This design comes from an exercise in tuning for small area, a short achievable clock period and few clock cycles per item on the open sky130 flow, not from production work. Only simulation tests tie the RTL to the original design; equivalence was not proved.

<file path="flow/config.mk">
export PLATFORM = sky130hd
export DESIGN_NAME = alu_mc
export DESIGN_NICKNAME = alu_mc
export VERILOG_FILES = /design/flow/design.v
export SDC_FILE = /design/flow/constraint.sdc
export NUM_CORES = 4
export LEC_CHECK = 0
export CAP_MARGIN = 20
export CORE_MARGIN = 2
export CORE_UTILIZATION = 40
export SLEW_MARGIN = 20
</file>
<file path="flow/constraint.sdc">
create_clock -name core_clock -period 6.5 [get_ports {clk}]
set_input_delay 1.3000 -clock core_clock [delete_from_list [all_inputs] [get_ports {clk}]]
set_output_delay 1.3000 -clock core_clock [all_outputs]
set_load 0.01 [all_outputs]
</file>
<file path="flow/design.v">
module alu_mc #(
  parameter int WIDTH = 64
) (
  input  logic             clk,
  input  logic             rst_n,
  input  logic             in_valid,
  output logic             in_ready,
  input  logic [WIDTH-1:0] A,
  input  logic [WIDTH-1:0] B,
  input  logic [2:0]       ALUop,
  output logic             out_valid,
  input  logic             out_ready,
  output logic [WIDTH-1:0] Y,
  output logic [WIDTH-1:0] Y_hi,
  output logic [WIDTH-1:0] REM,
  output logic             ZERO,
  output logic             COUT,
  output logic             OVF,
  output logic             DIV0
);
  localparam logic [2:0] OP_ADD = 3'b000;
  localparam logic [2:0] OP_SUB = 3'b001;
  localparam logic [2:0] OP_AND = 3'b010;
  localparam logic [2:0] OP_OR  = 3'b011;
  localparam logic [2:0] OP_XOR = 3'b100;
  localparam logic [2:0] OP_MUL = 3'b101;
  localparam logic [2:0] OP_DIV = 3'b110;
  localparam logic [2:0] S_IDLE  = 3'd0;
  localparam logic [2:0] S_EXEC  = 3'd1;
  localparam logic [2:0] S_ALIGN = 3'd2;
  localparam logic [2:0] S_DIVS  = 3'd3;
  localparam logic [2:0] S_DIVC  = 3'd4;
  localparam logic [2:0] S_MULS  = 3'd5;
  localparam logic [2:0] S_MULF  = 3'd6;
  localparam logic [2:0] S_DONE  = 3'd7;
  localparam int W = 69;   
  logic [2:0]  state;
  logic [67:0] H;          
  logic [63:0] L;          
  logic [66:0] D;          
  logic [6:0]  cnt;
  logic [6:0]  lzA, lzB;
  logic [2:0]  opr;
  logic        is_mul, is_div, div0_r, cout_r, ovf_r;
  logic        one0, two0, neg0, one1, two1, neg1;    
  logic st_idle, st_exec, st_align, st_divs, st_divc, st_muls, st_mulf, st_done, acc;
  assign st_idle  = (state == S_IDLE);
  assign st_exec  = (state == S_EXEC);
  assign st_align = (state == S_ALIGN);
  assign st_divs  = (state == S_DIVS);
  assign st_divc  = (state == S_DIVC);
  assign st_muls  = (state == S_MULS);
  assign st_mulf  = (state == S_MULF);
  assign st_done  = (state == S_DONE);
  assign out_valid = st_done;
  assign in_ready  = st_idle | (st_done & out_ready);
  assign acc       = in_valid & in_ready;
  function automatic logic [6:0] clz64(input logic [63:0] x);
    logic [31:0]      v1;
    logic [31:0]      p1;
    logic [15:0]      v2;
    logic [15:0][1:0] p2;
    logic [7:0]       v3;
    logic [7:0][2:0]  p3;
    logic [3:0]       v4;
    logic [3:0][3:0]  p4;
    logic [1:0]       v5;
    logic [1:0][4:0]  p5;
    logic             v6;
    logic [5:0]       p6;
    for (int i = 0; i < 32; i++) begin
      v1[i] = x[2*i+1] | x[2*i];
      p1[i] = ~x[2*i+1];
    end
    for (int i = 0; i < 16; i++) begin
      v2[i] = v1[2*i+1] | v1[2*i];
      p2[i] = v1[2*i+1] ? {1'b0, p1[2*i+1]} : {1'b1, p1[2*i]};
    end
    for (int i = 0; i < 8; i++) begin
      v3[i] = v2[2*i+1] | v2[2*i];
      p3[i] = v2[2*i+1] ? {1'b0, p2[2*i+1]} : {1'b1, p2[2*i]};
    end
    for (int i = 0; i < 4; i++) begin
      v4[i] = v3[2*i+1] | v3[2*i];
      p4[i] = v3[2*i+1] ? {1'b0, p3[2*i+1]} : {1'b1, p3[2*i]};
    end
    for (int i = 0; i < 2; i++) begin
      v5[i] = v4[2*i+1] | v4[2*i];
      p5[i] = v4[2*i+1] ? {1'b0, p4[2*i+1]} : {1'b1, p4[2*i]};
    end
    v6 = v5[1] | v5[0];
    p6 = v5[1] ? {1'b0, p5[1]} : {1'b1, p5[0]};
    clz64 = v6 ? {1'b0, p6} : 7'd64;
  endfunction
  logic [W-1:0] Hx, Dx, D2, r0, m1, r1, sv, cv, S;
  logic [W:0]   s70;
  assign Hx  = {H[67], H};
  assign Dx  = {2'b00, D};
  assign D2  = {1'b0, D, 1'b0};
  assign r0  = (({W{one0}} & Dx) | ({W{two0}} & D2)) ^ {W{neg0}};
  assign m1  = (({W{one1}} & Dx) | ({W{two1}} & D2)) ^ {W{neg1}};
  assign r1  = {m1[W-3:0], neg1, neg0};
  assign sv  = Hx ^ r0 ^ r1;
  assign cv  = (Hx & r0) | (Hx & r1) | (r0 & r1);
  assign s70 = {sv, 1'b1} + {cv[W-2:0], neg1, neg1};
  assign S   = s70[W:1];
  logic q;                        
  assign q = ~S[W-1];
  logic [63:0] res;
  always_comb begin
    case (opr)
      OP_ADD, OP_SUB: res = S[63:0];
      OP_AND:         res = cv[63:0];
      OP_OR:          res = cv[63:0] | sv[63:0];
      OP_XOR:         res = sv[63:0];
      default:        res = '0;
    endcase
  end
  logic [7:0] sdiff, sp3;
  logic [4:0] kq;
  assign sdiff = {1'b0, lzB} - {1'b0, lzA};
  assign sp3   = sdiff + 8'd3;
  assign kq    = sp3[6:2];
  function automatic logic [2:0] booth(input logic [2:0] b);   
    booth[2] = b[1] ^ b[0];
    booth[1] = (b[2] & ~b[1] & ~b[0]) | (~b[2] & b[1] & b[0]);
    booth[0] = b[2] & ~(b[1] & b[0]);
  endfunction
  always_ff @(posedge clk or negedge rst_n) begin
    if (!rst_n) state <= S_IDLE;
    else if (acc) begin
      if (ALUop == OP_MUL)      state <= S_MULS;
      else if (ALUop == OP_DIV) state <= S_ALIGN;
      else                      state <= S_EXEC;
    end else begin
      case (state)
        S_EXEC:  state <= S_DONE;
        S_ALIGN: state <= (div0_r || sdiff[7]) ? S_DONE : S_DIVS;
        S_DIVS:  if (cnt == 7'd0) state <= q ? S_DONE : S_DIVC;
        S_DIVC:  state <= S_DONE;
        S_MULS:  if (cnt == 7'd0) state <= L[3] ? S_MULF : S_DONE;
        S_MULF:  state <= S_DONE;
        S_DONE:  if (out_ready) state <= S_IDLE;
        default: ;
      endcase
    end
  end
  always_ff @(posedge clk) begin
    if (acc) begin
      opr    <= ALUop;
      is_mul <= (ALUop == OP_MUL);
      is_div <= (ALUop == OP_DIV);
      div0_r <= (ALUop == OP_DIV) && (B == '0);
      cout_r <= 1'b0;
      ovf_r  <= 1'b0;
      H      <= (ALUop == OP_MUL) ? 68'd0 : {4'd0, A};
      L      <= A;
      D      <= {3'd0, B};
      lzA    <= clz64(A);
      lzB    <= clz64(B);
      cnt    <= 7'd15;
      if (ALUop == OP_MUL) begin
        {one0, two0, neg0} <= booth({A[1:0], 1'b0});
        {one1, two1, neg1} <= booth(A[3:1]);
      end else begin
        {one0, two0, neg0} <= {1'b1, 1'b0, (ALUop == OP_SUB) || (ALUop == OP_DIV)};
        {one1, two1, neg1} <= 3'b000;
      end
    end else begin
      case (state)
        S_EXEC: begin
          L <= res;
          if (opr == OP_ADD) begin
            cout_r <= S[64];
            ovf_r  <= (H[63] == D[63]) && (S[63] != H[63]);
          end else if (opr == OP_SUB) begin
            cout_r <= ~S[64];
            ovf_r  <= (H[63] != D[63]) && (S[63] != H[63]);
          end
        end
        S_ALIGN: begin
          L   <= div0_r ? '1 : '0;
          D   <= D << {kq, 2'b00};
          cnt <= {kq, 2'b00};
        end
        S_DIVS: begin
          H    <= S[67:0];
          L    <= {L[62:0], q};
          neg0 <= q;
          if (cnt != 7'd0) begin
            D   <= D >> 1;
            cnt <= cnt - 7'd1;
          end
        end
        S_DIVC: H <= S[67:0];
        S_MULS: begin
          H   <= {{3{S[W-1]}}, S[W-1:4]};
          L   <= {S[3:0], L[63:4]};
          cnt <= cnt - 7'd1;
          if (cnt == 7'd0) begin
            {one0, two0, neg0} <= 3'b100;
            {one1, two1, neg1} <= 3'b000;
          end else begin
            {one0, two0, neg0} <= booth(L[5:3]);
            {one1, two1, neg1} <= booth(L[7:5]);
          end
        end
        S_MULF: H <= S[67:0];
        default: ;
      endcase
    end
  end
  assign Y    = L;
  assign Y_hi = is_mul ? H[63:0] : '0;
  assign REM  = is_div ? H[63:0] : '0;
  assign ZERO = (L == '0);
  assign COUT = cout_r;
  assign OVF  = ovf_r;
  assign DIV0 = div0_r;
endmodule
</file>
<file path="flow/run.sh">
#!/bin/bash
# synth_recipe.tcl (not shown) runs the flow's synth.tcl, then flattens the netlist and writes it again
# the make line also repeats each setting of config.mk as NAME=value (left out here)
make -C /OpenROAD-flow-scripts/flow DESIGN_CONFIG=/design/flow/config.mk WORK_HOME=/design/flow/orfs CLKGATE_MAP_FILE= SYNTH_SCRIPT=/design/flow/synth_recipe.tcl finish
</file>
==> notes.md <==
The run finished with no timing, DRC or antenna violations. The average routed wire per standard cell came out at 29.2 um. In the finished design, the share of the clock period the worst path needs comes to 0.886. The number of hold-repair buffers added at the cts stage is 0. The synthesized netlist cell count came out at 3369. The number of unique standard cell types used by synthesis came out at 91.

TritonCTS created 31 clock buffers. The total global routing overflow came out at 0. The first-pass iteration count of the detailed router is 6. Counting along the longest clock path gives a buffer depth of 3. The layer flagged by global routing as most heavily used is met2. Setup repair after global routing left no endpoint under its margin. The kind of start point of the critical path is a flip-flop. The total via count in the routed design is 29.2k. The number of flops mapped to enable cells by yosys came out at 222. For the final routed database, the setup TNS stands at 0 ns.

The count of final max-slew check failures was 0. The final setup skew came out at 0.0172 ns. The post-CTS resize count is 0. The type of the worst setup path is flip-flop to flip-flop. Detailed placement finished with a half-perimeter wire length of 97900 um. The post-layout worst setup margin is 0.742 ns. The share of the yosys chip area belonging to registers came out at 0.256. The number of maximum-capacitance constraint violations came out at 0.

Of all cell types, the one taking the most synthesized area is sky130_fd_sc_hd__edfxtp_1. The flip-flop and latch count after synthesis is 237. The synthesis warning total came out at 1.

In this run the standard cell core region covers 0.0673 mm^2. The slew at the pin closest to its max-slew limit came out at 1.14 ns. The post-detailed-route via-to-cell ratio is 6.62. Row generation in the floorplan step produced 95 rows.

The root buffer cell is sky130_fd_sc_hd__clkbuf_16. The total number of clock tree sinks came out at 237. Ranked by total cell area, the synthesized netlist is headed by sky130_fd_sc_hd__edfxtp_1, sky130_fd_sc_hd__a21oi_1, sky130_fd_sc_hd__fa_1. The clock transition time at the flip-flop clock pins of the worst setup and hold paths came out at 0.06 ns. The highest attainable clock frequency is 174 MHz. The count of boundary I/O pins is 333. The initial antenna violation count is 3.

The aggregate global-route resource usage is 0.354. The share of async-settable or async-resettable flops after synthesis came out at 0.0127. The clock period minus worst slack is 5.76 ns. The floorplan step set the die height to 265 um. The area share of the leading cell type in the synthesized netlist is 0.245. The path category of the worst min-delay check is flip-flop to flip-flop.

Entering global routing, the biggest net connects 82 pins. The share of final-layout standard cells stronger than drive strength 1 came out at 0.0588.

The global-route track usage on met1 is 0.484. The placed cell count is 4355. The die covers 0.0702 mm^2. STA puts the critical path data required time at 6.81 ns. In this run the worst path has a maximum fanout of 49. The number of buffers inserted by post-CTS setup repair is 0. The starting utilization of the core area came out at 0.405.

The post-route antenna net violation count is 0. The TritonCTS clock tree is done. The weighted congestion at the end of routability-driven global placement came out at 1.02.

The final setup violation count came out at 0. The per-instance average area after synthesis is 8.08 um^2. The cell area after technology mapping is 0.0272 mm^2. Yosys instantiated no cell more often than sky130_fd_sc_hd__a21oi_1.

The number of global-route vias before repair is 27.4k. For met3 alone, demand over resource in global routing was 0.0748. In this run the horizontal extent of the chip is 265 um. The met2 track demand over resource in global routing is 0.529. In this run the number of H-tree levels came out at 1. The number of cells in the finished layout apart from fillers is 4412. In the synthesized netlist the dominant register cell turns out to be sky130_fd_sc_hd__edfxtp_1. The first global-routing pass estimated 186000 um of wire. At the later pin of the worst-skew pair, clock insertion delay measures 0.62 ns.

The count of routing violations after the opening detailed-route iteration is 4298. During placement, the flow inserted port buffers numbering 332. Synthesis produced a netlist with a net count of 3653. The kind of end point of the critical path is a flip-flop.

The number of nets in the finished design came out at 3800. The arrival time of the worst setup path came out at 6.07 ns. The number of hold violations in the final report is 0. The total wirelength of the detailed-routed design came out at 129000 um.

The number of fillers in the final layout is 6639. By count the netlist is led by sky130_fd_sc_hd__a21oi_1, sky130_fd_sc_hd__nor2_1, sky130_fd_sc_hd__nand2_1. The area added between synthesis and finish is 18.5%. Before CTS, the worst setup slack after placement is 1.02 ns. The post-detailed-route DRC marker count came out at 0.

The relative slew slack is 0.230.
state kept, by name, indices dropped and copies added (netlist names):
name	count
L	64
is_div	1
neg1	1
state	3
is_mul	1
lzB	7
div0_r	1
one0	1
two0	1
D	67
two1	1
opr	3
lzA	7
one1	1
cout_r	1
H	68
neg0	1
cnt	7
ovf_r	1
layer usage:
| metal | up-vias | wire [um] |
|---|---|---|
| met1 | 14000 | 51500 |
| met5 | - | 69 |
| li1 | 12700 | - |
| met3 | 368 | 14800 |
| met2 | 2101 | 54500 |
| met4 | 6 | 7730 |
cell usage in the layout, fill, tap and decap left out, types with 29 or more instances in the layout:
master                              n
sky130_fd_sc_hd__nand3_1           79
sky130_fd_sc_hd__a21oi_1          295
sky130_fd_sc_hd__a221oi_1          81
sky130_fd_sc_hd__mux2i_1           69
sky130_fd_sc_hd__inv_1            235
sky130_fd_sc_hd__nor4_1            46
sky130_fd_sc_hd__a21o_1            43
sky130_fd_sc_hd__o211ai_1          29
sky130_fd_sc_hd__nor3_1            62
sky130_fd_sc_hd__a211oi_1          30
sky130_fd_sc_hd__a31oi_1           48
sky130_fd_sc_hd__o21ai_0          186
sky130_fd_sc_hd__nand2_1          257
sky130_fd_sc_hd__edfxtp_1         222
sky130_fd_sc_hd__buf_4             61
sky130_fd_sc_hd__nand4_1           30
sky130_fd_sc_hd__fa_1              68
sky130_fd_sc_hd__mux4_2            36
sky130_fd_sc_hd__xor2_1            85
sky130_fd_sc_hd__ha_1              81
sky130_fd_sc_hd__nor2_1           276
sky130_fd_sc_hd__xnor2_1          119
sky130_fd_sc_hd__and2_1           142
sky130_fd_sc_hd__clkdlybuf4s50_1  332
sky130_fd_sc_hd__o22ai_1           46
sky130_fd_sc_hd__clkbuf_16         31
sky130_fd_sc_hd__a22oi_1          163
final cells by class:
class / count / area [um^2] / area share
Antenna cell: 2 / 5.00 / 0.000155
Clock buffer: 36 / 795 / 0.0246
Sequential cell: 237 / 6980 / 0.216
Timing Repair Buffer: 403 / 3970 / 0.123
Clock inverter: 18 / 183 / 0.00566
Tap cell: 873 / 1090 / 0.0339
Multi-Input combinational cell: 2606 / 18300 / 0.568
Inverter: 237 / 895 / 0.0277
worst max-delay path, cell delays in order (launching register included):
cell	delay, ns
sky130_fd_sc_hd__edfxtp_1	0.35
sky130_fd_sc_hd__buf_4	0.52
sky130_fd_sc_hd__a22oi_1	0.18
sky130_fd_sc_hd__xnor2_1	0.31
sky130_fd_sc_hd__inv_1	0.10
sky130_fd_sc_hd__fa_1	0.51
sky130_fd_sc_hd__inv_1	0.05
sky130_fd_sc_hd__ha_1	0.32
sky130_fd_sc_hd__o21ai_0	0.15
sky130_fd_sc_hd__o21a_1	0.24
sky130_fd_sc_hd__o21ai_0	0.51
sky130_fd_sc_hd__a21o_1	0.22
sky130_fd_sc_hd__o211ai_1	0.31
sky130_fd_sc_hd__o31ai_1	0.62
sky130_fd_sc_hd__a31oi_1	0.20
sky130_fd_sc_hd__xnor2_1	0.53
sky130_fd_sc_hd__a21o_1	0.27
sky130_fd_sc_hd__a21oi_1	0.06
path summary, 6_finish.rpt:
| check | startpoint | end | slack (ns) | cells after the start |
|---|---|---|---|---|
| worst min-delay path | cnt[0] | cnt[0] | 0.54 | 2 |
| min in group asynchronous | rst_n | state[2] | 0.89 | 1 |
| worst min register to register | cnt[0] | cnt[0] | 0.54 | 2 |
| worst max-delay path | two0 | H[64] | 0.74 | 17 |
| max in group asynchronous | rst_n | state[1] | 5.45 | 1 |
| worst max register to register | two0 | H[64] | 0.74 | 17 |
stage by stage:
step / area, um^2 / hold WS [ns] / utilization
2_1_floorplan: 27200 / 0.476 / -
4_1_cts: 32200 / 0.524 / 0.479
3_3_place_gp: 31200 / 0.512 / 0.464
3_5_place_dp: 31300 / 0.507 / 0.465
5_1_grt: 32300 / 0.563 / 0.479
6_report: 32300 / 0.538 / 0.480
cells by family (layout without fill, tap and decap cells):
logic type	after synthesis	in the layout	synth area share
other cells	0	2	0
simple gates	1004	1004	0.178
fa+ha+maj	149	149	0.0872
buf+inv	526	694	0.0741
mux	119	119	0.0609
compound gates	1124	1124	0.274
flops	237	237	0.256
xor+xnor	210	210	0.0689
Testbench counts, summed over its fixed seeds: cycles 20,224, items 3,200.

[port drivers added, routing unchanged]
No port has a modelled driver above. Below, the same layout with a new extraction and two added sets of constraints. Step 1 sets driving cells, clkbuf_16 on the clock port and buf_2 on the other inputs (assumed; they add their load-dependent delay and slew). Step 2, shift: input delay + t, output delay - t, t = (earliest + latest rising clock arrival at the registers) / 2. This alone moves slack from input paths to output paths. a / b / c = ideal / step 1 / step 2; a / b = the first two.
t, ns: 0.670
setup slack, ns: 0.742 / 0.742 / 0.742
cell pins on the clock port's net: 1
After both steps setup and hold are still met in this run. The setup slack of this run moves by 0.000 ns with the drivers and by 0.000 ns with both steps.
